Source: an optimization exercise on an open RTL-to-GDS flow (aim: small area). Production flows keep margins and buffers that such runs may drop.
The RTL was checked by simulation tests, not by an equivalence proof against the original design.
No activity file was given, so power comes from the tool's default toggle rates.

**flow/config.mk**
```make
export PLATFORM = sky130hd
export DESIGN_NAME = rob
export DESIGN_NICKNAME = rob
export VERILOG_FILES = /design/flow/design.v
export SDC_FILE = /design/flow/constraint.sdc
export NUM_CORES = 4
export LEC_CHECK = 0
export CAP_MARGIN = 20
export CORE_MARGIN = 2
export CORE_UTILIZATION = 50
export SLEW_MARGIN = 20
export SYNTH_HIERARCHICAL = 1
```
**flow/constraint.sdc**
```tcl
create_clock -name core_clock -period 6.0 [get_ports {clk}]
set_input_delay 1.2000 -clock core_clock [delete_from_list [all_inputs] [get_ports {clk}]]
set_output_delay 1.2000 -clock core_clock [all_outputs]
set_load 0.01 [all_outputs]
```
**flow/design.v**
```verilog
package uarch_pkg;
  localparam int unsigned PIPE_WIDTH = 2;
  localparam int unsigned TAG_WIDTH  = 4;
  localparam int unsigned ROB_DEPTH  = 1 << TAG_WIDTH;
  localparam int unsigned CDB_PORTS  = 2;
  localparam int unsigned AREG_W     = 5;
  localparam int unsigned XLEN       = 32;
  localparam int unsigned CWP_W      = 1 + AREG_W + TAG_WIDTH + XLEN;
  typedef struct packed {
    logic                 we;
    logic [AREG_W-1:0]    addr;
    logic [TAG_WIDTH-1:0] tag;
    logic [XLEN-1:0]      data;
  } prf_commit_write_port_t;
  typedef struct packed {
    logic              valid;
    logic              done;
    logic              has_rd;
    logic [AREG_W-1:0] rd;
    logic [XLEN-1:0]   data;
  } rob_entry_t;
  function automatic logic [1:0] popcount2(input logic [1:0] v);
    popcount2 = {1'b0, v[0]} + {1'b0, v[1]};
  endfunction
endpackage
import uarch_pkg::*;
module rob (
  input  logic                                   clk,
  input  logic                                   rst,
  input  logic                                   flush,
  input  logic [PIPE_WIDTH-1:0]                  rob_alloc_req,
  input  logic [PIPE_WIDTH-1:0][AREG_W-1:0]      rob_alloc_rd,
  input  logic [PIPE_WIDTH-1:0]                  rob_alloc_has_rd,
  input  logic                                   rob_alloc_fire,
  output logic [PIPE_WIDTH-1:0]                  rob_alloc_gnt,
  output logic [PIPE_WIDTH-1:0][TAG_WIDTH-1:0]   rob_alloc_tags,
  input  logic [CDB_PORTS-1:0]                   cdb_valid,
  input  logic [CDB_PORTS-1:0][TAG_WIDTH-1:0]    cdb_tag,
  input  logic [CDB_PORTS-1:0][XLEN-1:0]         cdb_data,
  output logic [PIPE_WIDTH-1:0][CWP_W-1:0]       commit_write_ports,
  output logic                                   rob_empty,
  output logic                                   rob_full
);
  localparam int unsigned CNT_W  = TAG_WIDTH + 1;
  localparam int unsigned HALF   = ROB_DEPTH / 2;
  localparam int unsigned PAY_W  = 1 + AREG_W + XLEN;
  logic [ROB_DEPTH-1:0]             done_q;
  logic [ROB_DEPTH-1:0]             has_rd_q;
  logic [ROB_DEPTH-1:0][AREG_W-1:0] rd_q;
  logic [ROB_DEPTH-1:0][XLEN-1:0]   data_q;
  logic [TAG_WIDTH-1:0]             head_q, tail_q;   
  logic [CNT_W-1:0]                 count_q;
  logic                 kill;
  logic                 ok1, ok2;
  logic [TAG_WIDTH-1:0] head_p1, tag1;
  logic [1:0]           n_alloc, n_commit;
  logic                 c0, c1;
  assign kill      = rst | flush;
  assign head_p1   = head_q + TAG_WIDTH'(1);
  assign rob_empty = (count_q == '0);
  assign rob_full  = count_q[TAG_WIDTH];
  assign ok1  = !count_q[TAG_WIDTH];
  assign ok2  = ok1 && !(&count_q[TAG_WIDTH-1:0]);
  assign tail_q = head_q + count_q[TAG_WIDTH-1:0];
  assign tag1 = rob_alloc_req[0] ? tail_q + TAG_WIDTH'(1) : tail_q;
  always_comb begin
    rob_alloc_gnt     = '0;
    rob_alloc_tags[0] = tail_q;
    rob_alloc_tags[1] = tag1;
    if (!kill && ((&rob_alloc_req) ? ok2 : ok1)) rob_alloc_gnt = rob_alloc_req;
  end
  logic [HALF-1:0]  sel_e, sel_o, nsel_e, nsel_o;
  logic [PAY_W-1:0] pay_e, pay_o, pay0, pay1;
  logic             done_e, done_o, done0, done1;
  logic [PAY_W:0]   col_e [HALF], col_o [HALF];
  always_comb begin
    for (int j = 0; j < HALF; j++)
      nsel_o[j] = (head_q[TAG_WIDTH-1:1] != (TAG_WIDTH-1)'(j));
    nsel_e = head_q[0] ? {nsel_o[HALF-2:0], nsel_o[HALF-1]} : nsel_o;
    for (int j = 0; j < HALF; j++) begin
      col_e[j] = {done_q[2*j],   has_rd_q[2*j],   rd_q[2*j],   data_q[2*j]};
      col_o[j] = {done_q[2*j+1], has_rd_q[2*j+1], rd_q[2*j+1], data_q[2*j+1]};
    end
  end
  for (genvar j = 0; j < HALF; j++) begin : g_sel
    rob_inv u_e (.a(nsel_e[j]), .y(sel_e[j]));
    rob_inv u_o (.a(nsel_o[j]), .y(sel_o[j]));
  end
  for (genvar b = 0; b <= PAY_W; b++) begin : g_rd
    logic [HALF-1:0] qe, qo;
    logic            ye_n, yo_n;
    for (genvar j = 0; j < HALF; j++) begin : g_j
      assign qe[j] = col_e[j][b];
      assign qo[j] = col_o[j][b];
    end
    rob_rmux8n u_e (.sel(sel_e), .q(qe), .y_n(ye_n));
    rob_rmux8n u_o (.sel(sel_o), .q(qo), .y_n(yo_n));
    if (b == PAY_W) begin : g_done
      assign done0 = !(head_q[0] ? yo_n : ye_n);
      assign done1 = !(head_q[0] ? ye_n : yo_n);
    end else begin : g_pay
      assign pay0[b] = !(head_q[0] ? yo_n : ye_n);
      assign pay1[b] = !(head_q[0] ? ye_n : yo_n);
    end
  end
  assign c0 = (count_q != '0) && done0;
  assign c1 = c0 && (count_q[TAG_WIDTH:1] != '0) && done1;
  assign n_commit = {1'b0, c0} + {1'b0, c1};
  assign commit_write_ports[0] = {c0 && pay0[PAY_W-1] && !kill, pay0[PAY_W-2:XLEN], head_q,  pay0[XLEN-1:0]};
  assign commit_write_ports[1] = {c1 && pay1[PAY_W-1] && !kill, pay1[PAY_W-2:XLEN], head_p1, pay1[XLEN-1:0]};
  logic [ROB_DEPTH-1:0] w0, w1, wh, a0, a1, ah;
  always_comb begin
    for (int i = 0; i < ROB_DEPTH; i++) begin
      w0[i] = cdb_valid[0] && (cdb_tag[0] == TAG_WIDTH'(i));
      w1[i] = cdb_valid[1] && (cdb_tag[1] == TAG_WIDTH'(i)) && !w0[i];
      wh[i] = !(w0[i] || w1[i]);
      a0[i] = rob_alloc_fire && rob_alloc_gnt[0] && (tail_q == TAG_WIDTH'(i));
      a1[i] = rob_alloc_fire && rob_alloc_gnt[1] && (tag1   == TAG_WIDTH'(i));
      ah[i] = !(a0[i] || a1[i]);
    end
  end
  logic [ROB_DEPTH-1:0][XLEN-1:0]   data_n;
  logic [ROB_DEPTH-1:0][AREG_W-1:0] rd_n;
  logic [ROB_DEPTH-1:0]             has_rd_n;
  logic [XLEN-1:0]                  cdb_data_n0, cdb_data_n1;
  logic [AREG_W:0]                  alloc_n0, alloc_n1;
  assign cdb_data_n0 = ~cdb_data[0];
  assign cdb_data_n1 = ~cdb_data[1];
  assign alloc_n0    = ~{rob_alloc_has_rd[0], rob_alloc_rd[0]};
  assign alloc_n1    = ~{rob_alloc_has_rd[1], rob_alloc_rd[1]};
  for (genvar i = 0; i < ROB_DEPTH; i++) begin : g_ent
    logic ne0, ne1, h;
    rob_inv u_ne0 (.a(w0[i]), .y(ne0));
    rob_inv u_ne1 (.a(w1[i]), .y(ne1));
    rob_inv u_h   (.a(!wh[i]), .y(h));
    for (genvar b = 0; b < XLEN; b++) begin : g_d
      rob_wbit u_w (.ne0(ne0), .nd0(cdb_data_n0[b]), .ne1(ne1), .nd1(cdb_data_n1[b]),
                    .h(h), .q(data_q[i][b]), .y(data_n[i][b]));
    end
    for (genvar b = 0; b <= AREG_W; b++) begin : g_a
      if (b == AREG_W) begin : g_h
        rob_wbit u_w (.ne0(!a0[i]), .nd0(alloc_n0[b]), .ne1(!a1[i]), .nd1(alloc_n1[b]),
                      .h(ah[i]), .q(has_rd_q[i]), .y(has_rd_n[i]));
      end else begin : g_r
        rob_wbit u_w (.ne0(!a0[i]), .nd0(alloc_n0[b]), .ne1(!a1[i]), .nd1(alloc_n1[b]),
                      .h(ah[i]), .q(rd_q[i][b]), .y(rd_n[i][b]));
      end
    end
  end
  always_ff @(posedge clk) begin
    data_q   <= data_n;
    rd_q     <= rd_n;
    has_rd_q <= has_rd_n;
    for (int i = 0; i < ROB_DEPTH; i++) done_q[i] <= ah[i] & (done_q[i] | !wh[i]);
  end
  assign n_alloc = rob_alloc_fire ? ({1'b0, rob_alloc_gnt[0]} + {1'b0, rob_alloc_gnt[1]}) : 2'd0;
  always_ff @(posedge clk) begin
    if (kill) begin
      head_q  <= '0;
      count_q <= '0;
    end else begin
      head_q  <= head_q + TAG_WIDTH'(n_commit);
      count_q <= count_q + CNT_W'(n_alloc) - CNT_W'(n_commit);
    end
  end
endmodule
module rob_wbit (
  input  logic ne0, nd0, ne1, nd1, h, q,
  output logic y
);
  assign y = !((ne0 | nd0) & (ne1 | nd1) & !(h & q));
endmodule
module rob_rmux8n (
  input  logic [7:0] sel,
  input  logic [7:0] q,
  output logic       y_n
);
  logic [2:0] g;
  rob_aoi222 u_g0 (.a1(sel[0]), .a2(q[0]), .b1(sel[1]), .b2(q[1]), .c1(sel[2]), .c2(q[2]), .y(g[0]));
  rob_aoi222 u_g1 (.a1(sel[3]), .a2(q[3]), .b1(sel[4]), .b2(q[4]), .c1(sel[5]), .c2(q[5]), .y(g[1]));
  rob_aoi22  u_g2 (.a1(sel[6]), .a2(q[6]), .b1(sel[7]), .b2(q[7]), .y(g[2]));
  assign y_n = &g;
endmodule
module rob_aoi222 (
  input  logic a1, a2, b1, b2, c1, c2,
  output logic y
);
  assign y = !((a1 & a2) | (b1 & b2) | (c1 & c2));
endmodule
module rob_aoi22 (
  input  logic a1, a2, b1, b2,
  output logic y
);
  assign y = !((a1 & a2) | (b1 & b2));
endmodule
module rob_inv (
  input  logic a,
  output logic y
);
  assign y = !a;
endmodule
```
**flow/flow/run.sh**
```bash
#!/bin/bash
# Own layout flow: the standard ORFS layout (standard.sh) with these changes, all aimed at
# cell area:
# - synthesis: flow/synth.tcl is synth_recipe.tcl with ORFS's abc call given an area-oriented ABC
#   script (flow/abc_area.script), and the full-adder extraction turned off (ADDER_MAP_FILE empty)
#   so ABC maps the few small adders itself.  Registers, their names and cell types are those of
#   the standard synthesis.
# - port buffers: every input and output still gets its own buffer, a buf_1 in place of
#   clkdlybuf4s50_1.
# - clock tree: clkbuf_8 buffers, each driving a cluster of at most 16 registers, and no dummy
#   loads.
set -euo pipefail
W=$(pwd)
bash standard.sh \
  SYNTH_SCRIPT="$W/flow/synth.tcl" \
  MY_ABC_SCRIPT="$W/flow/abc_area.script" \
  ADDER_MAP_FILE= \
  BUFFER_PORTS_ARGS="-buffer_cell sky130_fd_sc_hd__buf_1" \
  CTS_ARGS="-sink_clustering_enable -repair_clock_nets -dont_use_dummy_load -buf_list sky130_fd_sc_hd__clkbuf_8 -sink_clustering_size 16 -sink_clustering_max_diameter 80" \
  finish > "$W/flow_make.log" 2>&1
```
**flow/flow/abc_area.script**
```
strash
dch
amap
```
**flow/flow/synth.tcl**
```tcl
# synth_recipe.tcl (the standard synthesis) with ORFS's abc call given this flow's ABC script.
proc synth {args} { yosys synth -nofsm -noshare {*}$args }
proc abc {args} {
  set i [lsearch -exact $args -script]
  if { $i >= 0 } { set args [lreplace $args $i [expr {$i + 1}] -script $::env(MY_ABC_SCRIPT)] }
  yosys abc {*}$args
}
source $::env(SCRIPTS_DIR)/synth.tcl
# left out here: clear keep_hierarchy, flatten, clean up, hide names made inside functions, write 1_2_yosys.v
```
**flow/standard.sh**
```bash
#!/bin/bash
# synth_recipe.tcl (not shown) runs the flow's synth.tcl, then flattens the netlist and writes it again
# the make line also repeats each setting of config.mk as NAME=value (left out here)
make -C /OpenROAD-flow-scripts/flow DESIGN_CONFIG=/design/flow/config.mk WORK_HOME=/design/flow/orfs CLKGATE_MAP_FILE= SYNTH_SCRIPT=/design/flow/synth_recipe.tcl "${@:-finish}"
```
==> results of run 1 <==
cells in the final DEF (no fill, tap or decap):
| cell type | synthesis | routed |
|---|---|---|
| nor4_1 | 1 | 1 |
| clkbuf_8 | 0 | 45 |
| clkinv_1 | 213 | 197 |
| o311a_1 | 2 | 2 |
| o22a_1 | 3 | 3 |
| a211oi_1 | 3 | 3 |
| buf_4 | 0 | 65 |
| buf_1 | 0 | 187 |
| o311ai_0 | 1 | 1 |
| nand2_1 | 637 | 637 |
| o31ai_1 | 1 | 1 |
| a21oi_1 | 8 | 8 |
| or3_1 | 16 | 16 |
| o21a_1 | 18 | 18 |
| nand3b_1 | 1 | 1 |
| and3_1 | 78 | 78 |
| inv_2 | 0 | 15 |
| a222oi_1 | 156 | 156 |
| a221o_1 | 1 | 1 |
| or2_0 | 1 | 1 |
| a22oi_1 | 79 | 79 |
| a311oi_1 | 1 | 1 |
| nand3_1 | 23 | 23 |
| dfxtp_4 | 0 | 1 |
| o22ai_1 | 78 | 78 |
| clkinv_2 | 0 | 1 |
| o21ai_0 | 37 | 37 |
| nor2b_1 | 1 | 1 |
| nor2_1 | 105 | 105 |
| dfxtp_1 | 633 | 632 |
| o221ai_1 | 608 | 608 |
| nor3_1 | 7 | 7 |
state kept, by name (all words and copies together), names as in the netlist:
name / count
count_q: 5
data_q: 512
done_q: 16
has_rd_q: 16
head_q: 4
rd_q: 80
per-module statistics from Yosys, one instance, submodules excluded:
module | times used | cell area, um2 | cells inside
rob_inv | 64 | 3.75 | 1
rob | 1 | 15000 | 1120
rob_aoi22 | 78 | 7.51 | 1
rob_aoi222 | 156 | 10.0 | 1
rob_rmux8n | 78 | 6.26 | 1
rob_wbit | 608 | 12.5 | 2
final cells by class:
class	count	area (um2)
clock buffers	45	619
fillers	4605	22100
inverters	213	801
multi-input cells	1866	12000
flip-flops and latches	633	12700
well taps	672	841
repair buffers	252	1190
worst max-delay path by stage:
stage,startpoint,end,slack (ns),depth (start not counted)
after floorplan,head_q[0],commit_write_ports[83],0.06,11
after global placement,head_q[1],commit_write_ports[83],1.26,9
after detailed placement,head_q[3],count_q[3],1.10,16
after CTS,head_q[3],commit_write_ports[83],0.37,10
after global routing,head_q[3],commit_write_ports[83],0.06,10
final,head_q[1],commit_write_ports[83],0.30,9
logic make-up (layout without fill, tap and decap cells):
logic type             Yosys count  in the layout  share of synthesized area (%)
and+or+nand+nor                870            870                           13.9
buffers and inverters          213            510                           3.14
DFF                            633            633                           49.8
AOI/OAI and AO/OA              996            996                           33.1
power groups by stage:
stage / logic, W / clock network [W] / registers (W)
floorplan: 0.00218 / 0 / 0.00574
global placement: 0.00308 / 0 / 0.00583
detailed placement: 0.00319 / 0 / 0.00587
CTS: 0.00321 / 0.00206 / 0.00578
global route: 0.00357 / 0.00220 / 0.00590
finish: 0.00328 / 0.00206 / 0.00581
metrics by stage:
stage	cell area (um2)	cells	hold WS (ns)	util (%)	worst slack, ns
6_report	28100	3681	0.470	56.0	0.301
5_1_grt	28100	3681	0.489	56.0	0.0647
4_1_cts	28100	3681	0.471	56.0	0.366
3_5_place_dp	27500	3636	0.446	54.8	1.10
3_3_place_gp	27500	3636	0.440	54.8	1.26
2_1_floorplan	25500	2712	0.431	-	0.0603
worst max-delay path, cell delays in order, from the launching register on:
cell and delay, ns:
dfxtp_1 0.59, nand3_1 0.15, inv_2 0.77, a222oi_1 0.31, and3_1 0.24, a221o_1 0.40
a311oi_1 0.70, clkinv_1 0.21, nor3_1 0.28, buf_1 0.18
metal layers:
layer / routed length, um / global-route usage (%)
met4: 5280 / 17.9
met2: 47700 / 60.4
met3: 16100 / 12.3
met1: 43500 / 55.7
met5: 45 / 0.551
==> metrics.md, run 1 <==
| Metric | Value |
|---|---|
| Status | finished clean |
| Seq cells post-synth | 633 |
| R2R cell count | 15 |
| Worst Hold Depth | 2 |
| # rows | 82 |
| Later-pin clock latency in the skew report | 0.68 ns |
| CTS Root Cell | clkbuf_8 |
| Reg2Reg Setup Slack | 0.93 ns |
| Post_cts resized | 0 |
| Mapped Cells | 2712 |
| Final Wtd Congestion | 0.930 |
| CTS Buf Count | 45 |
| Fin. Hold Viols | 0 |
| Tot GR Track Use | 41.1% |
| P&R area growth vs syn | 10.4% |
| Avg WL per Cell | 30.6 um |
| Sw power | 0.00395 W |
| Worst vdd ir | 0.209 mV |
| Leak Pwr | 10.1 nW |
| Reg-to-reg startpoint | head_q[1] |
| Number of global-route vias before repair | 26242 |
| Core Region | 0.0502 mm2 |
| Pwr dens | 397 mW/mm2 |
| Die width | 230 um |
| CTS Hold Bufs | 0 |
| Area of the die | 0.0527 mm2 |
| Clock Sinks | 633 |
| Die height | 230 um |
| CP Class | reg2out |
| Vias after detailed routing | 27488 |
| Number of synthesized flops with an enable pin | 0 |
| Max Root-Sink Buffers | 3 |
| Mean Syn Cell Area | 9.39 um2 |
| Tightest Hold Check Type | reg2reg |
| NumNets Final | 3103 |
| Synth top area cells | dfxtp_1 50%, o221ai_1 21%, nand2_1 9.4% |
| Yosys warning total | 9 |
| Unrepaired setup endpoints after global routing | no |
| Total Power | 0.0112 W |
| Capturing point of the worst reg2reg path | count_q[3] |
| FFs w/ async S/R, synth | 0% |
| Part of the power in registers | 52.1% |
| Post-synthesis sequential area ratio | 49.8% |
| Hold Startpoint | data_q[339] |
| Synthesized area | 0.0255 mm2 |
| Setup_tns | 0 ns |
| Crit. End Element | output pin |
| Hold EP | data_q[339] |
| Initial antenna violation count | 0 |
| Yosys top cell by area | dfxtp_1 |
| Combinational Power Share | 29.4% |
| Clock tree from TritonCTS | built |
| DRC viols | 0 |
| Antenna viol nets, final | 0 |
| Unique masters post-synth | 26 |
| Antenna diodes | 0 |
| Data arrival, critical path | 4.50 ns |
| MaxCap Viol Count | 0 |
| Initial Utilization | 50.7% |
| DRT Wirelength | 113000 um |
| Clock power frac | 18.5% |
| Largest net degree at the start of global routing | 83 |
| DR vias/cell | 7.47 |
| Critical Path RT | 4.80 ns |
| Yosys top cell area share | 49.8% |
| Post-route clock skew | 0.0419 ns |
| Dpl hpwl | 60700 um |
| Fin crit share | 95.0% |
| Share of layout cells above drive strength 1 | 4.22% |
| Least-Margin Pin Slew | 1.05 ns |
| Synth top cells by count | 637 x nand2_1, 633 x dfxtp_1, 608 x o221ai_1 |
| Maximum fanout along the worst path | 39 |
| Final period demand of the worst path | 5.70 ns |
| Grt total ovfl | 0 |
| IO Pins | 188 |
| DRT Pass-1 Iters | 8 |
| Switch share | 35.4% |
| PortBufs | 187 |
| Worst Setup Start Kind | flop |
| Syn_nets | 2804 |
| Top-count cell post-synth | nand2_1 |
| Initial drt markers | 4271 |
| Slew Limit Headroom | 30.0% |
| H-tree depth | 2 |
| Final setup vio count | 0 |
| Post-CTS Setup Inserts | 0 |
| Final-report max-slew violation count | 0 |
| Fmax | 175 MHz |
| First-pass GRT wire length | 166000 um |
| Power Internal | 0.00720 W |
| Synth Flop Type | dfxtp_1 |
| Clock slew at reported path FFs | 0.12 ns |
==> inputs of run 2 (changes only) <==
--- a/flow/design.v
+++ b/flow/design.v
@@ -70,5 +70,6 @@
     if (!kill && ((&rob_alloc_req) ? ok2 : ok1)) rob_alloc_gnt = rob_alloc_req;
   end
-  logic [HALF-1:0]  sel_e, sel_o, nsel_e, nsel_o;
+  logic [HALF-1:0]  nsel_e, nsel_o;
+  logic [HALF-1:0]  sel_e [2], sel_o [2];
   logic [PAY_W-1:0] pay_e, pay_o, pay0, pay1;
   logic             done_e, done_o, done0, done1;
@@ -83,7 +84,9 @@
     end
   end
-  for (genvar j = 0; j < HALF; j++) begin : g_sel
-    rob_inv u_e (.a(nsel_e[j]), .y(sel_e[j]));
-    rob_inv u_o (.a(nsel_o[j]), .y(sel_o[j]));
+  for (genvar k = 0; k < 2; k++) begin : g_selk
+    for (genvar j = 0; j < HALF; j++) begin : g_sel
+      rob_inv u_e (.a(nsel_e[j]), .y(sel_e[k][j]));
+      rob_inv u_o (.a(nsel_o[j]), .y(sel_o[k][j]));
+    end
   end
   for (genvar b = 0; b <= PAY_W; b++) begin : g_rd
@@ -94,6 +97,6 @@
       assign qo[j] = col_o[j][b];
     end
-    rob_rmux8n u_e (.sel(sel_e), .q(qe), .y_n(ye_n));
-    rob_rmux8n u_o (.sel(sel_o), .q(qo), .y_n(yo_n));
+    rob_rmux8n u_e (.sel(sel_e[b % 2]), .q(qe), .y_n(ye_n));
+    rob_rmux8n u_o (.sel(sel_o[b % 2]), .q(qo), .y_n(yo_n));
     if (b == PAY_W) begin : g_done
       assign done0 = !(head_q[0] ? yo_n : ye_n);
@@ -130,11 +133,13 @@
   assign alloc_n1    = ~{rob_alloc_has_rd[1], rob_alloc_rd[1]};
   for (genvar i = 0; i < ROB_DEPTH; i++) begin : g_ent
-    logic ne0, ne1, h;
-    rob_inv u_ne0 (.a(w0[i]), .y(ne0));
-    rob_inv u_ne1 (.a(w1[i]), .y(ne1));
-    rob_inv u_h   (.a(!wh[i]), .y(h));
+    logic [1:0] ne0, ne1, h;
+    for (genvar k = 0; k < 2; k++) begin : g_k
+      rob_inv u_ne0 (.a(w0[i]), .y(ne0[k]));
+      rob_inv u_ne1 (.a(w1[i]), .y(ne1[k]));
+      rob_inv u_h   (.a(!wh[i]), .y(h[k]));
+    end
     for (genvar b = 0; b < XLEN; b++) begin : g_d
-      rob_wbit u_w (.ne0(ne0), .nd0(cdb_data_n0[b]), .ne1(ne1), .nd1(cdb_data_n1[b]),
-                    .h(h), .q(data_q[i][b]), .y(data_n[i][b]));
+      rob_wbit u_w (.ne0(ne0[b / 16]), .nd0(cdb_data_n0[b]), .ne1(ne1[b / 16]), .nd1(cdb_data_n1[b]),
+                    .h(h[b / 16]), .q(data_q[i][b]), .y(data_n[i][b]));
     end
     for (genvar b = 0; b <= AREG_W; b++) begin : g_a
--- a/flow/config.mk
+++ b/flow/config.mk
@@ -6,7 +6,7 @@
 export NUM_CORES = 4
 export LEC_CHECK = 0
-export CAP_MARGIN = 20
+export CAP_MARGIN = 10
 export CORE_MARGIN = 2
 export CORE_UTILIZATION = 50
-export SLEW_MARGIN = 20
+export SLEW_MARGIN = 10
 export SYNTH_HIERARCHICAL = 1
==> run 2 against run 1 <==
Global-route usage is 0.95 points lower; flip-flop and latch count stayed put; area after synthesis rose by 0.96%; clock skew is 0.013 ns lower; fmax up 1.3%; clock power hardly changed; first-iteration DRC count shrank 20%; non-clock buffer count is 43 lower; sequential share of layout area grew 0.11 points; critical endpoint unchanged; largest cell class unchanged.
==> metrics.md, run 2 <==
| Metric | Value |
|---|---|
| Status | finished clean |
| Antenna viol nets, final | 0 (unchanged) |
| Pwr dens | 399 mW/mm2 (+0.49%) |
| Yosys warning total | 13 (+4) |
| Yosys top cell area share | 49.3% (-0.47 points) |
| Clock Sinks | 633 (unchanged) |
| Hold Startpoint | data_q[131] |
| Tightest Hold Check Type | reg2reg |
| Seq cells post-synth | 633 (unchanged) |
| P&R area growth vs syn | 9.12% |
| Post-Layout Cell Count | 3712 (+0.84%) |
| Most frequent cells in the layout | 637 x nand2_1, 632 x dfxtp_1, 608 x o221ai_1 |
| Fillers | 4803 (+4.3%) |
| Worst Hold Depth | 2 (unchanged) |
| Share of layout cells above drive strength 1 | 2.28% (-1.9 points) |
| Critical Path RT | 4.80 ns (about the same) |
| Clock tree from TritonCTS | built |
| DRT Pass-1 Iters | 10 (+2) |
| CTS Buf Count | 45 (unchanged) |
| Part of the power in registers | 51.9% (-0.2 points) |
| Final Wtd Congestion | 0.942 (+1.2%) |
| Reg2Reg Setup Slack | 0.98 ns (+0.05 ns) |
| CTS Hold Bufs | 0 (unchanged) |
| Die width | 231 um (+0.47%) |
| Sw power | 0.00399 W (+0.80%) |
| Post_cts resized | 0 (unchanged) |
| Largest net degree at the start of global routing | 81 (-2.4%) |
| Unrepaired setup endpoints after global routing | no |
| Unique masters post-synth | 26 (unchanged) |
| Fin crit share | 93.8% (-1.2 points) |
| Setup_tns | 0 ns (unchanged) |
| Core Region | 0.0511 mm2 (+1.8%) |
| Initial Utilization | 50.3% (-0.44 points) |
| # rows | 83 (+1.2%) |
| First-pass GRT wire length | 163000 um (-1.9%) |
| Final period demand of the worst path | 5.63 ns (-0.0737 ns) |
| Commonest non-fill, non-tap cell in the layout | nand2_1 |
| Clock slew at reported path FFs | 0.10 ns (-0.02 ns) |
| R2R cell count | 19 (+4) |
| Largest Register | data_q |
| Multi-input logic area | 0.0120 mm2 (about the same) |
| Dpl hpwl | 70700 um (+17%) |
| Syn_nets | 2869 (+2.3%) |
| Later-pin clock latency in the skew report | 0.69 ns (about the same) |
| Post-synthesis sequential area ratio | 49.3% (-0.47 points) |
| Reg area | 0.0127 mm2 (unchanged) |
| Fmax | 178 MHz (+1.3%) |
| Max Root-Sink Buffers | 3 (unchanged) |
| CP Class | reg2out |
| Final-report max-slew violation count | 0 (unchanged) |
| Biggest regs | data_q: 512 flops, rd_q: 80 flops |
| Top-count cell post-synth | nand2_1 |
| DRC viols | 0 (unchanged) |
| Combinational Power Share | 29.7% (+0.3 points) |
| IO Pins | 188 (unchanged) |
| Power Internal | 0.00720 W (about the same) |
| NumNets Final | 3125 (+0.71%) |
| PortBufs | 187 (unchanged) |
| Synthesized area | 0.0257 mm2 (+0.96%) |
| Synth top area cells | dfxtp_1 49%, o221ai_1 21%, nand2_1 9.3% |
| Tot GR Track Use | 40.2% (-0.95 points) |
| Avg WL per Cell | 29.9 um (-2.1%) |
| Grt total ovfl | 0 (unchanged) |
| Capturing point of the worst reg2reg path | count_q[4] |
| Slew Limit Headroom | 19.2% (-11 points) |
| FFs w/ async S/R, synth | 0% (unchanged) |
| DP Cell Count | 3666 (+0.83%) |
| Maximum fanout along the worst path | 20 (-49%) |
| Number of global-route vias before repair | 25770 (-1.8%) |
| Number of synthesized flops with an enable pin | 0 (unchanged) |
| Mean Syn Cell Area | 9.25 um2 (-1.4%) |
| Worst Setup Start Kind | flop |
| DRT Wirelength | 111000 um (-1.3%) |
| Post-CTS Setup Inserts | 0 (unchanged) |
| H-tree depth | 2 (unchanged) |
| Synth Flop Type | dfxtp_1 |
| DR vias/cell | 7.34 (-1.7%) |
| Reg-to-reg startpoint | head_q[2] |
| Least-Margin Pin Slew | 1.20 ns (+0.155 ns) |
| Initial antenna violation count | 4 (+4) |
| Mapped Cells | 2777 (+2.4%) |
| Final setup vio count | 0 (unchanged) |
| Switch share | 35.6% (+0.19 points) |
| Leak Pwr | 9.88 nW (-1.8%) |
| Hold EP | data_q[131] |
| Area of the die | 0.0532 mm2 (+0.94%) |
| Worst vdd ir | 0.217 mV (+3.8%) |
| Max reg flops | 512 (unchanged) |
| Fin. Hold Viols | 0 (unchanged) |
| CTS Root Cell | clkbuf_8 |
| Clock power frac | 18.4% (about the same) |
| Die height | 231 um (+0.47%) |
| Post-route clock skew | 0.0286 ns (-0.0133 ns) |
| Initial drt markers | 3405 (-20%) |
| Yosys top cell by area | dfxtp_1 |
| Data arrival, critical path | 4.43 ns (-0.07 ns) |
| Critical path launch point | head_q[2] |
| Synth top cells by count | 637 x nand2_1, 633 x dfxtp_1, 608 x o221ai_1 |
| Crit. End Element | output pin |
| MaxCap Viol Count | 0 (unchanged) |
| Vias after detailed routing | 27235 (-0.92%) |
[run 2: cell count changes in the layout (fill, tap and decap cells not counted), sizes merged, moves of 3 or more]
cell    change
inv        -15
o21ai       -3
buf        -43
clkinv     +79
[run 2: worst max-delay path, stage by stage (launching register included)]
cell,delay (ns)
dfxtp_1,0.52
clkinv_1,0.32
nor3_1,0.34
clkinv_1,0.14
clkinv_1,0.06
buf_4,0.32
a22oi_1,0.15
and3_1,0.22
a221o_1,0.40
a311oi_1,0.66
clkinv_1,0.21
nor3_1,0.24
buf_1,0.17
[run 2: per-module statistics from Yosys, one instance, submodules excluded]
module      cells inside  flops+latches  area, um2
rob_wbit               2              0       12.5
rob_aoi222             1              0       10.0
rob_inv                1              0       3.75
rob                 1121            633      15000
rob_rmux8n             1              0       6.26
rob_aoi22              1              0       7.51
[run 2: cell type report]
type	count	area share, %
antenna	1	0.00892
clock buffer	45	2.21
inverter	277	3.71
multi-input combinational	1867	42.7
sequential	633	45.2
tap	680	3.03
timing repair buffer	209	3.09
[run 2: layer usage]
layer / up-vias / track usage, % / wire length (um)
met2: 1950 / 64.1 / 49900
met5: - / 0 / 40
met3: 393 / 8.37 / 12400
li1: 11660 / - / -
met1: 13226 / 51.2 / 42500
met4: 6 / 21.0 / 6240
[run 2: logic make-up after synthesis]
family | share of synthesized area (%)
simple gates | 13.9
buf+inv | 4.05
flops | 49.3
compound gates | 32.7
[run 2: worst max-delay path by stage]
stage | to | slack (ns) | cells after the start
final | commit_write_ports[83] | 0.37 | 12
after floorplan | commit_write_ports[83] | 0.33 | 10
after global placement | commit_write_ports[83] | 1.24 | 12
after CTS | commit_write_ports[83] | 0.37 | 12
after detailed placement | count_q[4] | 1.04 | 19
after global routing | commit_write_ports[83] | 0.04 | 12
[run 2: power by group through the flow]
| stage | combinational, W | sequential [W] | clock, W |
|---|---|---|---|
| global route | 0.00360 | 0.00591 | 0.00222 |
| global placement | 0.00314 | 0.00584 | 0 |
| floorplan | 0.00219 | 0.00574 | 0 |
| finish | 0.00332 | 0.00581 | 0.00206 |
| CTS | 0.00325 | 0.00578 | 0.00208 |
| detailed placement | 0.00324 | 0.00587 | 0 |
[run 2: per-stage QoR]
step,setup WS (ns),util [%],total power [W],hold WS [ns],area [um2]
floorplan,0.328,-,0.00793,0.431,25700
global placement,1.24,53.7,0.00898,0.440,27400
detailed placement,1.04,53.7,0.00911,0.446,27400
CTS,0.370,54.9,0.0111,0.472,28000
global route,0.0354,54.9,0.0117,0.489,28000
finish,0.375,54.9,0.0112,0.472,28000
==> inputs of run 3 (changes only) <==
==> flow/flow/run.sh (replaced) <==
#!/bin/bash
# Own layout flow: the standard ORFS layout (standard.sh) with these changes, all aimed at
# cell area:
# - synthesis: flow/synth.tcl is synth_recipe.tcl with ORFS's abc call given an area-oriented ABC
#   script (flow/abc_area.script), and the full-adder extraction turned off (ADDER_MAP_FILE empty)
#   so ABC maps the few small adders itself.  Inverters are mapped as inv_2, which has the area
#   of inv_1 and twice its drive.  Registers, their names and cell types are those of the
#   standard synthesis.
# - port buffers: every input and output still gets its own buffer, a buf_1 in place of
#   clkdlybuf4s50_1.
# - clock tree: clkbuf_8 buffers, each driving a cluster of at most 15 registers, and no dummy
#   loads.
set -euo pipefail
W=$(pwd)
bash standard.sh \
  SYNTH_SCRIPT="$W/flow/synth.tcl" \
  MY_ABC_SCRIPT="$W/flow/abc_area.script" \
  ADDER_MAP_FILE= \
  BUFFER_PORTS_ARGS="-buffer_cell sky130_fd_sc_hd__buf_1" \
  CTS_ARGS="-sink_clustering_enable -repair_clock_nets -dont_use_dummy_load -buf_list sky130_fd_sc_hd__clkbuf_8 -sink_clustering_size 15 -sink_clustering_max_diameter 70" \
  finish > "$W/flow_make.log" 2>&1
==> flow/flow/synth.tcl (replaced) <==
# synth_recipe.tcl (the standard synthesis) with ORFS's abc call given this flow's ABC script, and
# inv_1 / clkinv_1 kept out of the mapping: inv_2 has the same area and twice the drive.
proc synth {args} { yosys synth -nofsm -noshare {*}$args }
proc abc {args} {
  set i [lsearch -exact $args -script]
  if { $i >= 0 } { set args [lreplace $args $i [expr {$i + 1}] -script $::env(MY_ABC_SCRIPT)] }
  lappend args -dont_use sky130_fd_sc_hd__inv_1 -dont_use sky130_fd_sc_hd__clkinv_1
  yosys abc {*}$args
}
source $::env(SCRIPTS_DIR)/synth.tcl
# left out here: clear keep_hierarchy, flatten, clean up, hide names made inside functions, write 1_2_yosys.v
==> run 3 against run 2 <==
Sequential power barely moved; power increased by 1.4%; die area did not move; combinational power grew 2%; global-route usage grew 0.68 points; still clean on timing, DRC and antenna; utilization decreased by 0.21 points; setup slack improved by 0.030 ns; routed wire length grew 1.6%; area after synthesis did not move; synthesized cell count unchanged; clock-buffer cell count up 3.
==> metrics.md, run 3 <==
| Metric | Value |
|---|---|
| Area of the die | 0.0532 mm2 (unchanged) |
| Worst vdd ir | 0.214 mV (-1.5%) |
| First-pass GRT wire length | 165000 um (+1.1%) |
| Least-Margin Pin Slew | 1.13 ns (-0.0780 ns) |
| Setup_tns | 0 ns (unchanged) |
| Fin crit share | 93.3% (-0.49 points) |
| DP Cell Count | 3646 (-0.55%) |
| Yosys top cell area share | 49.3% (unchanged) |
| Crit. End Element | output pin |
| Post-synthesis sequential area ratio | 49.3% (unchanged) |
| Antenna viol nets, final | 0 (unchanged) |
| Data arrival, critical path | 4.40 ns (-0.03 ns) |
| Slew Limit Headroom | 24.1% (+4.9 points) |
| IO Pins | 188 (unchanged) |
| Worst-path cell chain | nand2_1 -> o21ai_0 -> o21ai_0 -> inv_2 -> a222oi_1 -> and3_1 -> a221o_1 -> a311oi_1 -> inv_2 -> nor3_1 -> buf_1 |
| Unrepaired setup endpoints after global routing | no |
| FFs w/ async S/R, synth | 0% (unchanged) |
| Mean Syn Cell Area | 9.25 um2 (unchanged) |
| Tightest Hold Check Type | reg2reg |
| Number of synthesized flops with an enable pin | 0 (unchanged) |
| Core Region | 0.0511 mm2 (unchanged) |
| Syn_nets | 2869 (unchanged) |
| DP Area | 0.0273 mm2 (-0.55%) |
| Commonest non-fill, non-tap cell in the layout | nand2_1 |
| NumNets Final | 3108 (-0.54%) |
| Post_cts resized | 0 (unchanged) |
| Mapped Cells | 2777 (unchanged) |
| Initial antenna violation count | 3 (-1) |
| DRC viols | 0 (unchanged) |
| Final Wtd Congestion | 0.960 (+2.0%) |
| CP Class | reg2out |
| Final-report max-slew violation count | 0 (unchanged) |
| Post-route clock skew | 0.0387 ns (+0.0101 ns) |
| CTS Root Cell | clkbuf_8 |
| CTS Hold Bufs | 0 (unchanged) |
| Largest Register | data_q |
| Maximum fanout along the worst path | 42 (+110%) |
| Seq cells post-synth | 633 (unchanged) |
| Synth top area cells | dfxtp_1 49%, o221ai_1 21%, nand2_1 9.3% |
| Initial Utilization | 50.3% (unchanged) |
| Number of global-route vias before repair | 25509 (-1.0%) |
| Avg WL per Cell | 30.5 um (+2.0%) |
| Unique masters post-synth | 26 (unchanged) |
| Clock Sinks | 633 (unchanged) |
| DR vias/cell | 7.40 (+0.90%) |
| Worst Setup Start Kind | flop |
| Vias after detailed routing | 27363 (+0.47%) |
| Slowest CP cell | a311oi_1 |
| Final instance area | 0.0279 mm2 (-0.38%) |
| Critical Path RT | 4.80 ns (about the same) |
| Max reg flops | 512 (unchanged) |
| Top-count cell post-synth | nand2_1 |
| Tot GR Track Use | 40.8% (+0.68 points) |
| Grt total ovfl | 0 (unchanged) |
| P&R area growth vs syn | 8.71% |
| Fillers | 4813 (+0.21%) |
| H-tree depth | 2 (unchanged) |
| Initial drt markers | 3961 (+16%) |
| Crit-path max cell delay | 0.69 ns (+0.03 ns) |
| CTS Buf Count | 48 (+6.7%) |
| MaxCap Viol Count | 0 (unchanged) |
| Status | finished clean |
| Final setup vio count | 0 (unchanged) |
| Clock tree from TritonCTS | built |
| DRT Wirelength | 113000 um (+1.6%) |
| Yosys warning total | 13 (unchanged) |
| Synthesized area | 0.0257 mm2 (unchanged) |
| Synth top cells by count | 637 x nand2_1, 633 x dfxtp_1, 608 x o221ai_1 |
| Dpl hpwl | 72600 um (+2.7%) |
| Largest net degree at the start of global routing | 81 (unchanged) |
| Yosys top cell by area | dfxtp_1 |
| Leak Pwr | 10.3 nW (+4.0%) |
| # rows | 83 (unchanged) |
| Max Root-Sink Buffers | 3 (unchanged) |
| Fmax | 179 MHz (+0.53%) |
| Later-pin clock latency in the skew report | 0.70 ns (about the same) |
| Most frequent cells in the layout | 637 x nand2_1, 632 x dfxtp_1, 608 x o221ai_1 |
| Biggest regs | data_q: 512 flops, rd_q: 80 flops |
| Fin. Hold Viols | 0 (unchanged) |
| Clock slew at reported path FFs | 0.10 ns (about the same) |
| PortBufs | 187 (unchanged) |
| Share of layout cells above drive strength 1 | 10.9% (+8.6 points) |
| Final period demand of the worst path | 5.60 ns (-0.0297 ns) |
| Post-Layout Cell Count | 3696 (-0.43%) |
| Post-CTS Setup Inserts | 0 (unchanged) |
| Synth Flop Type | dfxtp_1 |
| Die width | 231 um (unchanged) |
| DRT Pass-1 Iters | 10 (unchanged) |
| Die height | 231 um (unchanged) |
| Pwr dens | 406 mW/mm2 (+1.7%) |
[run 3: area by class of cell]
cell class,instances,area (um2),share of cell area [%]
diodes,2,5.00,0.0179
clock buffers,48,661,2.36
inverters,277,1040,3.72
multi-input cells,1867,12000,42.9
flip-flops and latches,633,12700,45.4
well taps,680,851,3.05
repair buffers,189,717,2.57
[run 3: path summary, 6_finish.rpt]
path         slack, ns  depth (start not counted)   startpoint                      to
min               0.47                          2  has_rd_q[4]             has_rd_q[4]
max reg2reg       1.09                         18    head_q[0]              count_q[4]
min reg2reg       0.47                          2  has_rd_q[4]             has_rd_q[4]
max               0.40                         11    head_q[0]  commit_write_ports[83]
[run 3: metrics by stage]
stage               setup slack (ns)  hold WS (ns)  total power [W]  util, %
floorplan                      0.802         0.431          0.00795        -
detailed placement              1.23         0.446          0.00917     53.4
global placement                1.24         0.440          0.00906     53.4
CTS                            0.500         0.471           0.0112     54.7
global route                   0.112         0.482           0.0119     54.7
finish                         0.405         0.468           0.0113     54.7
[run 3: layer usage]
layer / track usage [%] / part of all wire [%] / up-vias
met1: 52.8 / 38 / 13373
met2: 63.0 / 44 / 2003
met4: 21.4 / 5.8 / 0
li1: - / - / 11599
met5: 0 / 0 / -
met3: 10.3 / 12 / 388
[run 3: cells by family (layout without fill, tap and decap cells)]
group / Yosys count / in the layout / share of synthesized area, %
simple gates: 874 / 874 / 13.9
flops: 633 / 633 / 49.3
other cells: 0 / 2 / 0
compound gates: 993 / 993 / 32.7
buf+inv: 277 / 514 / 4.05
[run 3: worst max-delay path, delay by kind of cell, from the launching register on]
kind,cells,cell delay [ns]
buffers and inverters,3,0.67
AND/OR/NAND/NOR,3,0.64
AO/OA/AOI/OAI,5,1.72
flip-flops,1,0.68
[run 3: Yosys stat by module (local to each module, per instance)]
| module | cell area [um2] | times used | cells inside | flip-flops and latches |
|---|---|---|---|---|
| rob_wbit | 12.5 | 608 | 2 | 0 |
| rob_aoi22 | 7.51 | 78 | 1 | 0 |
| rob_rmux8n | 6.26 | 78 | 1 | 0 |
| rob_inv | 3.75 | 128 | 1 | 0 |
| rob | 15000 | 1 | 1121 | 633 |
| rob_aoi222 | 10.0 | 156 | 1 | 0 |
[run 3: power breakdown]
part	total, W	internal [W]	switching [W]
Combinational	0.00337	0.00128	0.00209
Clock	0.00212	0.000718	0.00140
Sequential	0.00584	0.00524	0.000604
Total	0.0113	0.00724	0.00410
==> inputs of run 4 (changes only) <==
--- a/flow/design.v
+++ b/flow/design.v
@@ -70,6 +70,5 @@
     if (!kill && ((&rob_alloc_req) ? ok2 : ok1)) rob_alloc_gnt = rob_alloc_req;
   end
-  logic [HALF-1:0]  nsel_e, nsel_o;
-  logic [HALF-1:0]  sel_e [2], sel_o [2];
+  logic [HALF-1:0]  sel_e, sel_o, nsel_e, nsel_o;
   logic [PAY_W-1:0] pay_e, pay_o, pay0, pay1;
   logic             done_e, done_o, done0, done1;
@@ -84,9 +83,7 @@
     end
   end
-  for (genvar k = 0; k < 2; k++) begin : g_selk
-    for (genvar j = 0; j < HALF; j++) begin : g_sel
-      rob_inv u_e (.a(nsel_e[j]), .y(sel_e[k][j]));
-      rob_inv u_o (.a(nsel_o[j]), .y(sel_o[k][j]));
-    end
+  for (genvar j = 0; j < HALF; j++) begin : g_sel
+    rob_inv u_e (.a(nsel_e[j]), .y(sel_e[j]));
+    rob_inv u_o (.a(nsel_o[j]), .y(sel_o[j]));
   end
   for (genvar b = 0; b <= PAY_W; b++) begin : g_rd
@@ -97,6 +94,6 @@
       assign qo[j] = col_o[j][b];
     end
-    rob_rmux8n u_e (.sel(sel_e[b % 2]), .q(qe), .y_n(ye_n));
-    rob_rmux8n u_o (.sel(sel_o[b % 2]), .q(qo), .y_n(yo_n));
+    rob_rmux8n u_e (.sel(sel_e), .q(qe), .y_n(ye_n));
+    rob_rmux8n u_o (.sel(sel_o), .q(qo), .y_n(yo_n));
     if (b == PAY_W) begin : g_done
       assign done0 = !(head_q[0] ? yo_n : ye_n);
@@ -133,13 +130,11 @@
   assign alloc_n1    = ~{rob_alloc_has_rd[1], rob_alloc_rd[1]};
   for (genvar i = 0; i < ROB_DEPTH; i++) begin : g_ent
-    logic [1:0] ne0, ne1, h;
-    for (genvar k = 0; k < 2; k++) begin : g_k
-      rob_inv u_ne0 (.a(w0[i]), .y(ne0[k]));
-      rob_inv u_ne1 (.a(w1[i]), .y(ne1[k]));
-      rob_inv u_h   (.a(!wh[i]), .y(h[k]));
-    end
+    logic ne0, ne1, h;
+    rob_inv u_ne0 (.a(w0[i]), .y(ne0));
+    rob_inv u_ne1 (.a(w1[i]), .y(ne1));
+    rob_inv u_h   (.a(!wh[i]), .y(h));
     for (genvar b = 0; b < XLEN; b++) begin : g_d
-      rob_wbit u_w (.ne0(ne0[b / 16]), .nd0(cdb_data_n0[b]), .ne1(ne1[b / 16]), .nd1(cdb_data_n1[b]),
-                    .h(h[b / 16]), .q(data_q[i][b]), .y(data_n[i][b]));
+      rob_wbit u_w (.ne0(ne0), .nd0(cdb_data_n0[b]), .ne1(ne1), .nd1(cdb_data_n1[b]),
+                    .h(h), .q(data_q[i][b]), .y(data_n[i][b]));
     end
     for (genvar b = 0; b <= AREG_W; b++) begin : g_a
==> run 4 against run 3 <==
Fmax rose by 12%; die area is 0.93% lower; global-route usage down 0.11 points; critical path type unchanged; via count grew 0.19%; non-clock buffer count is 16 higher; routed wire length shrank 1.1%; power down 0.90%; setup slack improved by 0.62 ns; clock power is essentially flat; sequential power hardly changed; still clean on timing, DRC and antenna; worst hold slack worse by 0.0033 ns.
==> metrics.md, run 4 <==
| Metric | Value |
|---|---|
| Post-route clock skew | 0.0362 ns (-0.00249 ns) |
| Fmax | 201 MHz (+12%) |
| Crit. End Element | output pin |
| Area of the die | 0.0527 mm2 (-0.93%) |
| Fin. Hold Viols | 0 (unchanged) |
| Post-synthesis sequential area ratio | 49.8% (+0.47 points) |
| Status | finished clean |
| Slew Limit Headroom | 20.6% (-3.5 points) |
| Max reg flops | 512 (unchanged) |
| Part of the power in registers | 51.7% (+0.2 points) |
| NumNets Final | 3060 (-1.5%) |
| Avg WL per Cell | 30.7 um (+0.48%) |
| Final Wtd Congestion | 0.933 (-2.8%) |
| Grt total ovfl | 0 (unchanged) |
| Antenna viol nets, final | 0 (unchanged) |
| Critical path launch point | head_q[2] |
| Number of global-route vias before repair | 26193 (+2.7%) |
| Post_cts resized | 0 (unchanged) |
| Largest net degree at the start of global routing | 81 (unchanged) |
| Unique masters post-synth | 26 (unchanged) |
| CTS Root Cell | clkbuf_8 |
| H-tree depth | 2 (unchanged) |
| Yosys top cell area share | 49.8% (+0.47 points) |
| Post-Place Worst Slack | 1.78 ns (+0.548 ns) |
| DRC viols | 0 (unchanged) |
| CTS Buf Count | 49 (+2.1%) |
| Final-report max-slew violation count | 0 (unchanged) |
| Reg-to-reg startpoint | head_q[2] |
| # rows | 82 (-1.2%) |
| Synthesized area | 0.0255 mm2 (-0.95%) |
| Crit-path max cell delay | 0.70 ns (about the same) |
| Maximum fanout along the worst path | 11 (-74%) |
| Data arrival, critical path | 3.78 ns (-0.62 ns) |
| Top-count cell post-synth | nand2_1 |
| Synth Flop Type | dfxtp_1 |
| Core Region | 0.0502 mm2 (-1.8%) |
| Initial Utilization | 50.7% (+0.44 points) |
| Biggest regs | data_q: 512 flops, rd_q: 80 flops |
| Clock slew at reported path FFs | 0.10 ns (about the same) |
| Largest Register | data_q |
| Initial antenna violation count | 0 (-3) |
| First-pass GRT wire length | 164000 um (-0.30%) |
| DRT Pass-1 Iters | 11 (+1) |
| Reg2Reg Setup Slack | 1.67 ns (+0.58 ns) |
| DR vias/cell | 7.54 (+1.8%) |
| Fin crit share | 83.0% (-10 points) |
| Antenna diodes | 0 (-2) |
| Syn_nets | 2804 (-2.3%) |
| Sw power | 0.00398 W (-2.8%) |
| Least-Margin Pin Slew | 1.19 ns (+0.0624 ns) |
| Number of synthesized flops with an enable pin | 0 (unchanged) |
| Unrepaired setup endpoints after global routing | no |
| Hold Startpoint | data_q[382] |
| DRT Wirelength | 112000 um (-1.1%) |
| Seq cells post-synth | 633 (unchanged) |
| Final period demand of the worst path | 4.98 ns (-0.618 ns) |
| MaxCap Viol Count | 0 (unchanged) |
| Synth top cells by count | 637 x nand2_1, 633 x dfxtp_1, 608 x o221ai_1 |
| Final setup vio count | 0 (unchanged) |
| Setup_tns | 0 ns (unchanged) |
| Dpl hpwl | 59600 um (-18%) |
| Commonest non-fill, non-tap cell in the layout | nand2_1 |
| Final Worst Setup Slack | 1.02 ns (+0.618 ns) |
| Power Internal | 0.00725 W (+0.18%) |
| Combinational Power Share | 29.3% (-0.4 points) |
| Clock tree from TritonCTS | built |
| Critical Path RT | 4.80 ns (about the same) |
| PortBufs | 187 (unchanged) |
| Clock power frac | 19.0% (+0.3 points) |
| Switch share | 35.5% (-0.70 points) |
| Mean Syn Cell Area | 9.39 um2 (+1.4%) |
| Yosys warning total | 9 (-4) |
| Later-pin clock latency in the skew report | 0.68 ns (-0.02 ns) |
| Share of layout cells above drive strength 1 | 9.47% (-1.4 points) |
| Most frequent CP cell | inv_2 |
| CP Class | reg2out |
| Die width | 230 um (-0.47%) |
| Slowest CP cell | a311oi_1 |
| Worst vdd ir | 0.222 mV (+4.0%) |
| P&R area growth vs syn | 9.26% |
| Die height | 230 um (-0.47%) |
| Yosys top cell by area | dfxtp_1 |
| Post-CTS Setup Inserts | 0 (unchanged) |
| Synth top area cells | dfxtp_1 50%, o221ai_1 21%, nand2_1 9.4% |
| CP top delay family | compound AO/OA/AOI/OAI gates |
| Tightest Hold Check Type | reg2reg |
| FFs w/ async S/R, synth | 0% (unchanged) |
| Tot GR Track Use | 40.7% (-0.11 points) |
| Worst Setup Start Kind | flop |
| Max Root-Sink Buffers | 3 (unchanged) |
| Pwr dens | 404 mW/mm2 (-0.46%) |
| Mapped Cells | 2712 (-2.3%) |
| Leak Pwr | 10.2 nW (-0.66%) |
| Worst-path cell chain | inv_2 -> nor3_1 -> o21ai_0 -> inv_2 -> a222oi_1 -> and3_1 -> a221o_1 -> a311oi_1 -> inv_2 -> nor3_1 -> buf_1 |
| Vias after detailed routing | 27415 (+0.19%) |
| Initial drt markers | 4372 (+10%) |
| Clock Sinks | 633 (unchanged) |
| CTS Hold Bufs | 0 (unchanged) |
| Most frequent cells in the layout | 637 x nand2_1, 632 x dfxtp_1, 608 x o221ai_1 |
| Crit path buf inv count | 4 (+1) |
| IO Pins | 188 (unchanged) |
run 4: changes by cell type after synthesis:
| cell | delta |
|---|---|
| o31ai_1 | +1 |
| o21ai_0 | +3 |
| nor2_1 | -1 |
| or2_0 | -1 |
| nor3b_1 | -1 |
| o22ai_1 | -1 |
| a21oi_1 | -1 |
| inv_2 | -64 |
| nor3_1 | -1 |
| o21a_1 | +1 |
run 4: per-stage QoR:
step | total power (W) | utilization [%] | std cells | hold slack, ns | instance area (um2)
floorplan | 0.00794 | - | 2712 | 0.431 | 25500
global placement | 0.00893 | 54.1 | 3589 | 0.440 | 27100
detailed placement | 0.00907 | 54.1 | 3589 | 0.446 | 27100
CTS | 0.0111 | 55.4 | 3638 | 0.470 | 27800
global route | 0.0118 | 55.4 | 3638 | 0.485 | 27800
finish | 0.0112 | 55.4 | 3638 | 0.465 | 27800
run 4: cells by family after synthesis:
kind of cell	share of synthesized area [%]
AOI/OAI and AO/OA	33.1
buffers and inverters	3.14
DFF	49.8
and+or+nand+nor	13.9
run 4: worst reg2reg max path: stages, from the launching register on:
cell	delay [ns]
dfxtp_1	0.52
inv_2	0.16
nor3_1	0.31
o21ai_0	0.18
inv_2	0.09
a222oi_1	0.06
and3_1	0.22
a221o_1	0.38
a311oi_1	0.70
inv_2	0.07
a22oi_1	0.25
nand2_1	0.10
o21a_1	0.13
o21ai_0	0.20
nor2_1	0.08
a21oi_1	0.29
o21ai_0	0.18
o311a_1	0.31
run 4: power by group through the flow:
stage | Combinational [W] | Sequential (W) | Clock [W]
floorplan | 0.00219 | 0.00574 | 0
finish | 0.00329 | 0.00581 | 0.00213
detailed placement | 0.00320 | 0.00587 | 0
global route | 0.00357 | 0.00591 | 0.00229
CTS | 0.00321 | 0.00579 | 0.00214
global placement | 0.00310 | 0.00584 | 0
run 4: per-layer routing:
metal  wire length, um  up-vias  track usage, %
li1                  -    11500               -
met1             42600    13310            54.7
met2             47800     2200            61.3
met3             16000      403            11.6
met4              5220        2            16.9
met5                52        -           0.735
run 4: modules after synthesis, one instance, submodules excluded:
module | cell area (um2) | copies in the design | cells inside
rob_inv | 3.75 | 64 | 1
rob_wbit | 12.5 | 608 | 2
rob | 15000 | 1 | 1120
rob_aoi22 | 7.51 | 78 | 1
rob_rmux8n | 6.26 | 78 | 1
rob_aoi222 | 10.0 | 156 | 1
run 4: final timing paths:
| path | endpoint | cells after the start |
|---|---|---|
| setup reg to reg | count_q[3] | 17 |
| setup / recovery | commit_write_ports[83] | 11 |
| hold / removal | data_q[382] | 2 |
| hold reg to reg | data_q[382] | 2 |
run 4: area by class of cell:
cell class | count | area, um2
fill | 4681 | 22400
sequential | 633 | 12700
multi-input combinational | 1866 | 12000
tap | 672 | 841
timing repair buffer | 205 | 837
inverter | 213 | 801
clock buffer | 49 | 674
==> inputs of run 5 (changes only) <==
--- a/flow/design.v
+++ b/flow/design.v
@@ -70,5 +70,6 @@
     if (!kill && ((&rob_alloc_req) ? ok2 : ok1)) rob_alloc_gnt = rob_alloc_req;
   end
-  logic [HALF-1:0]  sel_e, sel_o, nsel_e, nsel_o;
+  logic [HALF-1:0]  nsel_e, nsel_o;
+  logic [HALF-1:0]  sel_e [2], sel_o [2];
   logic [PAY_W-1:0] pay_e, pay_o, pay0, pay1;
   logic             done_e, done_o, done0, done1;
@@ -83,7 +84,9 @@
     end
   end
-  for (genvar j = 0; j < HALF; j++) begin : g_sel
-    rob_inv u_e (.a(nsel_e[j]), .y(sel_e[j]));
-    rob_inv u_o (.a(nsel_o[j]), .y(sel_o[j]));
+  for (genvar k = 0; k < 2; k++) begin : g_selk
+    for (genvar j = 0; j < HALF; j++) begin : g_sel
+      rob_inv u_e (.a(nsel_e[j]), .y(sel_e[k][j]));
+      rob_inv u_o (.a(nsel_o[j]), .y(sel_o[k][j]));
+    end
   end
   for (genvar b = 0; b <= PAY_W; b++) begin : g_rd
@@ -94,6 +97,6 @@
       assign qo[j] = col_o[j][b];
     end
-    rob_rmux8n u_e (.sel(sel_e), .q(qe), .y_n(ye_n));
-    rob_rmux8n u_o (.sel(sel_o), .q(qo), .y_n(yo_n));
+    rob_rmux8n u_e (.sel(sel_e[b % 2]), .q(qe), .y_n(ye_n));
+    rob_rmux8n u_o (.sel(sel_o[b % 2]), .q(qo), .y_n(yo_n));
     if (b == PAY_W) begin : g_done
       assign done0 = !(head_q[0] ? yo_n : ye_n);
--- a/flow/flow/run.sh
+++ b/flow/flow/run.sh
@@ -9,5 +9,5 @@
 # - port buffers: every input and output still gets its own buffer, a buf_1 in place of
 #   clkdlybuf4s50_1.
-# - clock tree: clkbuf_8 buffers, each driving a cluster of at most 15 registers, and no dummy
+# - clock tree: clkbuf_8 buffers, each driving a cluster of at most 16 registers, and no dummy
 #   loads.
 set -euo pipefail
@@ -18,4 +18,4 @@
   ADDER_MAP_FILE= \
   BUFFER_PORTS_ARGS="-buffer_cell sky130_fd_sc_hd__buf_1" \
-  CTS_ARGS="-sink_clustering_enable -repair_clock_nets -dont_use_dummy_load -buf_list sky130_fd_sc_hd__clkbuf_8 -sink_clustering_size 15 -sink_clustering_max_diameter 70" \
+  CTS_ARGS="-sink_clustering_enable -repair_clock_nets -dont_use_dummy_load -buf_list sky130_fd_sc_hd__clkbuf_8 -sink_clustering_size 16 -sink_clustering_max_diameter 80" \
   finish > "$W/flow_make.log" 2>&1
==> run 5 against run 4 <==
Clock skew grew 0.0028 ns; fmax shrank 9.7%; still clean; clock power shrank 3%.
==> metrics.md, run 5 <==
| Metric | Value |
|---|---|
| Fillers | 4750 (+1.5%) |
| PortBufs | 187 (unchanged) |
| Final setup vio count | 0 (unchanged) |
| Crit. End Element | output pin |
| Synth Flop Type | dfxtp_1 |
| Fin crit share | 91.9% (+8.9 points) |
| Grt total ovfl | 0 (unchanged) |
| MaxCap Viol Count | 0 (unchanged) |
| Worst Setup Start Kind | flop |
| P&R area growth vs syn | 8.61% |
| Least-Margin Pin Slew | 1.29 ns (+0.100 ns) |
| Worst Hold Depth | 2 (unchanged) |
| Critical Path RT | 4.80 ns (about the same) |
| DRT Wirelength | 115000 um (+2.8%) |
| Core Region | 0.0503 mm2 (+0.20%) |
| Setup_tns | 0 ns (unchanged) |
| # rows | 82 (unchanged) |
| Post-synthesis sequential area ratio | 49.7% (-0.12 points) |
| Area of the die | 0.0528 mm2 (+0.23%) |
| Dpl hpwl | 63000 um (+5.6%) |
| Mean Syn Cell Area | 9.35 um2 (-0.39%) |
| IO Pins | 188 (unchanged) |
| Most frequent cells in the layout | 637 x nand2_1, 632 x dfxtp_1, 608 x o221ai_1 |
| Maximum fanout along the worst path | 20 (+9) |
| Status | finished clean |
| Mapped Cells | 2729 (+0.63%) |
| Post-CTS Setup Inserts | 0 (unchanged) |
| Largest net degree at the start of global routing | 83 (+2.5%) |
| FFs w/ async S/R, synth | 0% (unchanged) |
| CP Class | reg2out |
| Worst vdd ir | 0.197 mV (-11%) |
| CP top delay family | compound AO/OA/AOI/OAI gates |
| Pwr dens | 404 mW/mm2 (about the same) |
| Yosys warning total | 13 (+4) |
| Capturing point of the worst reg2reg path | count_q[3] |
| Crit-path max cell delay | 0.62 ns (-0.08 ns) |
| Top-count cell post-synth | nand2_1 |
| Syn_nets | 2821 (+0.61%) |
| Yosys top cell by area | dfxtp_1 |
| Seq cells post-synth | 633 (unchanged) |
| DRC viols | 0 (unchanged) |
| Antenna viol nets, final | 0 (unchanged) |
| Initial drt markers | 4564 (+4.4%) |
| CTS Hold Bufs | 0 (unchanged) |
| Yosys top cell area share | 49.7% (-0.12 points) |
| R2R cell count | 18 (+1) |
| Post_cts resized | 0 (unchanged) |
| CTS Buf Count | 45 (-8.2%) |
| Synth top cells by count | 637 x nand2_1, 633 x dfxtp_1, 608 x o221ai_1 |
| Synth top area cells | dfxtp_1 50%, o221ai_1 21%, nand2_1 9.4% |
| Post-Layout Cell Count | 3637 (-0.027%) |
| Leak Pwr | 10.2 nW (+0.14%) |
| Slew Limit Headroom | 13.9% (-6.7 points) |
| Data arrival, critical path | 4.31 ns (+0.53 ns) |
| Commonest non-fill, non-tap cell in the layout | nand2_1 |
| DRT Pass-1 Iters | 9 (-2) |
| Vias after detailed routing | 27737 (+1.2%) |
| Number of global-route vias before repair | 26227 (+0.13%) |
| Die width | 230 um (+0.12%) |
| Fin. Hold Viols | 0 (unchanged) |
| Reg2Reg Setup Slack | 1.08 ns (-0.59 ns) |
| DR vias/cell | 7.63 (+1.2%) |
| Biggest regs | data_q: 512 flops, rd_q: 80 flops |
| Share of layout cells above drive strength 1 | 9.41% (-0.064 points) |
| Final Wtd Congestion | 0.949 (+1.7%) |
| Slowest CP cell | dfxtp_1 |
| Fmax | 181 MHz (-9.7%) |
| Reg-to-reg startpoint | head_q[1] |
| First-pass GRT wire length | 168000 um (+2.3%) |
| Initial antenna violation count | 0 (unchanged) |
| Final period demand of the worst path | 5.51 ns (+0.536 ns) |
| Unrepaired setup endpoints after global routing | no |
| Hold Startpoint | data_q[382] |
| Die height | 230 um (+0.12%) |
| Clock slew at reported path FFs | 0.10 ns (about the same) |
| H-tree depth | 2 (unchanged) |
| CTS Root Cell | clkbuf_8 |
| Antenna diodes | 0 (unchanged) |
| Clock tree from TritonCTS | built |
| Final-report max-slew violation count | 0 (unchanged) |
| Number of synthesized flops with an enable pin | 0 (unchanged) |
| Hold EP | data_q[382] |
| Max reg flops | 512 (unchanged) |
| Initial Utilization | 50.7% (about the same) |
| Final hold slack | 0.472 ns (+0.00766 ns) |
| DP Cell Count | 3592 (+0.084%) |
| Crit path buf inv count | 4 (unchanged) |
| Clock Sinks | 633 (unchanged) |
| Tot GR Track Use | 41.9% (+1.1 points) |
| Final Util | 55.1% (-0.31 points) |
| Unique masters post-synth | 26 (unchanged) |
| Later-pin clock latency in the skew report | 0.68 ns (about the same) |
| Synthesized area | 0.0255 mm2 (+0.24%) |
| Worst-path cell chain | nand2_1 -> o21ai_0 -> o21ai_0 -> inv_2 -> a222oi_1 -> and3_1 -> a221o_1 -> a311oi_1 -> buf_4 -> inv_2 -> nor3_1 -> buf_1 |
| Tightest Hold Check Type | reg2reg |
| Avg WL per Cell | 31.6 um (+2.9%) |
| Max Root-Sink Buffers | 3 (unchanged) |
| NumNets Final | 3059 (-0.033%) |
| Largest Register | data_q |
| Post-route clock skew | 0.0390 ns (+0.00277 ns) |
==> run 5: cells by family (layout without fill, tap and decap cells) <==
| group | count (synthesis) | in the layout | synth area share (%) |
|---|---|---|---|
| compound gates | 996 | 996 | 33.0 |
| buf+inv | 229 | 465 | 3.37 |
| flops | 633 | 633 | 49.7 |
| simple gates | 871 | 871 | 13.9 |
==> run 5: worst max-delay path by stage <==
stage | from | to | slack (ns) | cells past startpoint
detailed placement | head_q[1] | count_q[3] | 1.34 | 18
floorplan | head_q[0] | commit_write_ports[83] | 0.80 | 10
finish | head_q[1] | commit_write_ports[83] | 0.49 | 12
global placement | head_q[1] | commit_write_ports[83] | 1.35 | 12
CTS | head_q[1] | commit_write_ports[83] | 0.65 | 12
global route | head_q[1] | commit_write_ports[83] | 0.24 | 12
==> run 5: layout make-up <==
type                            instances  area, um2  share of cell area [%]
Clock buffer                           45        619                    2.24
Inverter                              229        861                    3.11
Sequential cell                       633      12700                    45.7
Multi-Input combinational cell       1867      12000                    43.2
Timing Repair Buffer                  191        732                    2.64
Tap cell                              672        841                    3.03
==> run 5: per-stage QoR <==
stage | worst slack [ns] | instance area (um2) | power, W
final | 0.486 | 27700 | 0.0112
after global routing | 0.236 | 27700 | 0.0117
after floorplan | 0.802 | 25500 | 0.00795
after detailed placement | 1.34 | 27100 | 0.00908
after CTS | 0.647 | 27700 | 0.0111
after global placement | 1.35 | 27100 | 0.00895
==> run 5: power by group <==
group	internal, W	switching (W)	leakage [nW]
sequential	0.00524	0.000558	5.28
combinational	0.00128	0.00204	4.62
clock	0.000676	0.00140	0.324
==> run 5: per-layer routing <==
| metal | global-route usage (%) | up-vias | routed length, um |
|---|---|---|---|
| met1 | 56.4 | 13620 | 44200 |
| li1 | - | 11482 | - |
| met3 | 11.4 | 424 | 16200 |
| met4 | 20.2 | 0 | 6640 |
| met2 | 62.0 | 2211 | 47800 |
| met5 | 0 | - | 0 |
==> run 5: worst min-delay path, stage by stage, from the launching register on <==
cell      delay [ns]
dfxtp_1         0.34
nand2_1         0.05
o221ai_1        0.06
==> run 5: Yosys stat by module, one instance, submodules excluded <==
module,times used,flip-flops and latches,cells inside
rob,1,633,1121
rob_wbit,608,0,2
rob_aoi222,156,0,1
rob_aoi22,78,0,1
rob_rmux8n,78,0,1
rob_inv,80,0,1

[port drivers added, routing unchanged]
In the flow no input, the clock included, has a driving cell. The finished layouts below were timed again as built, in two steps. Step 1: set_driving_cell puts a clkbuf_16 on clk and a buf_2 on each other input, an assumption about the parent block. Step 2, shift: input delay + t, output delay - t, t = (earliest + latest rising clock arrival at the registers) / 2. This alone moves slack from input paths to output paths. Slacks: ideal ports / drivers / drivers and shift; pairs: ideal ports / drivers.
run	t, ns	setup slack, ns	latest minus earliest clock arrival (ns)
run 1	0.719	0.301 / 0.242 / 0.933	0.042 / 0.042
run 2	0.726	0.375 / 0.316 / 0.981	0.058 / 0.057
run 3	0.746	0.405 / 0.342 / 1.088	0.039 / 0.039
run 4	0.736	1.022 / 0.962 / 1.669	0.054 / 0.054
run 5	0.718	0.486 / 0.427 / 1.076	0.041 / 0.041
After both steps every run listed still meets setup and hold.
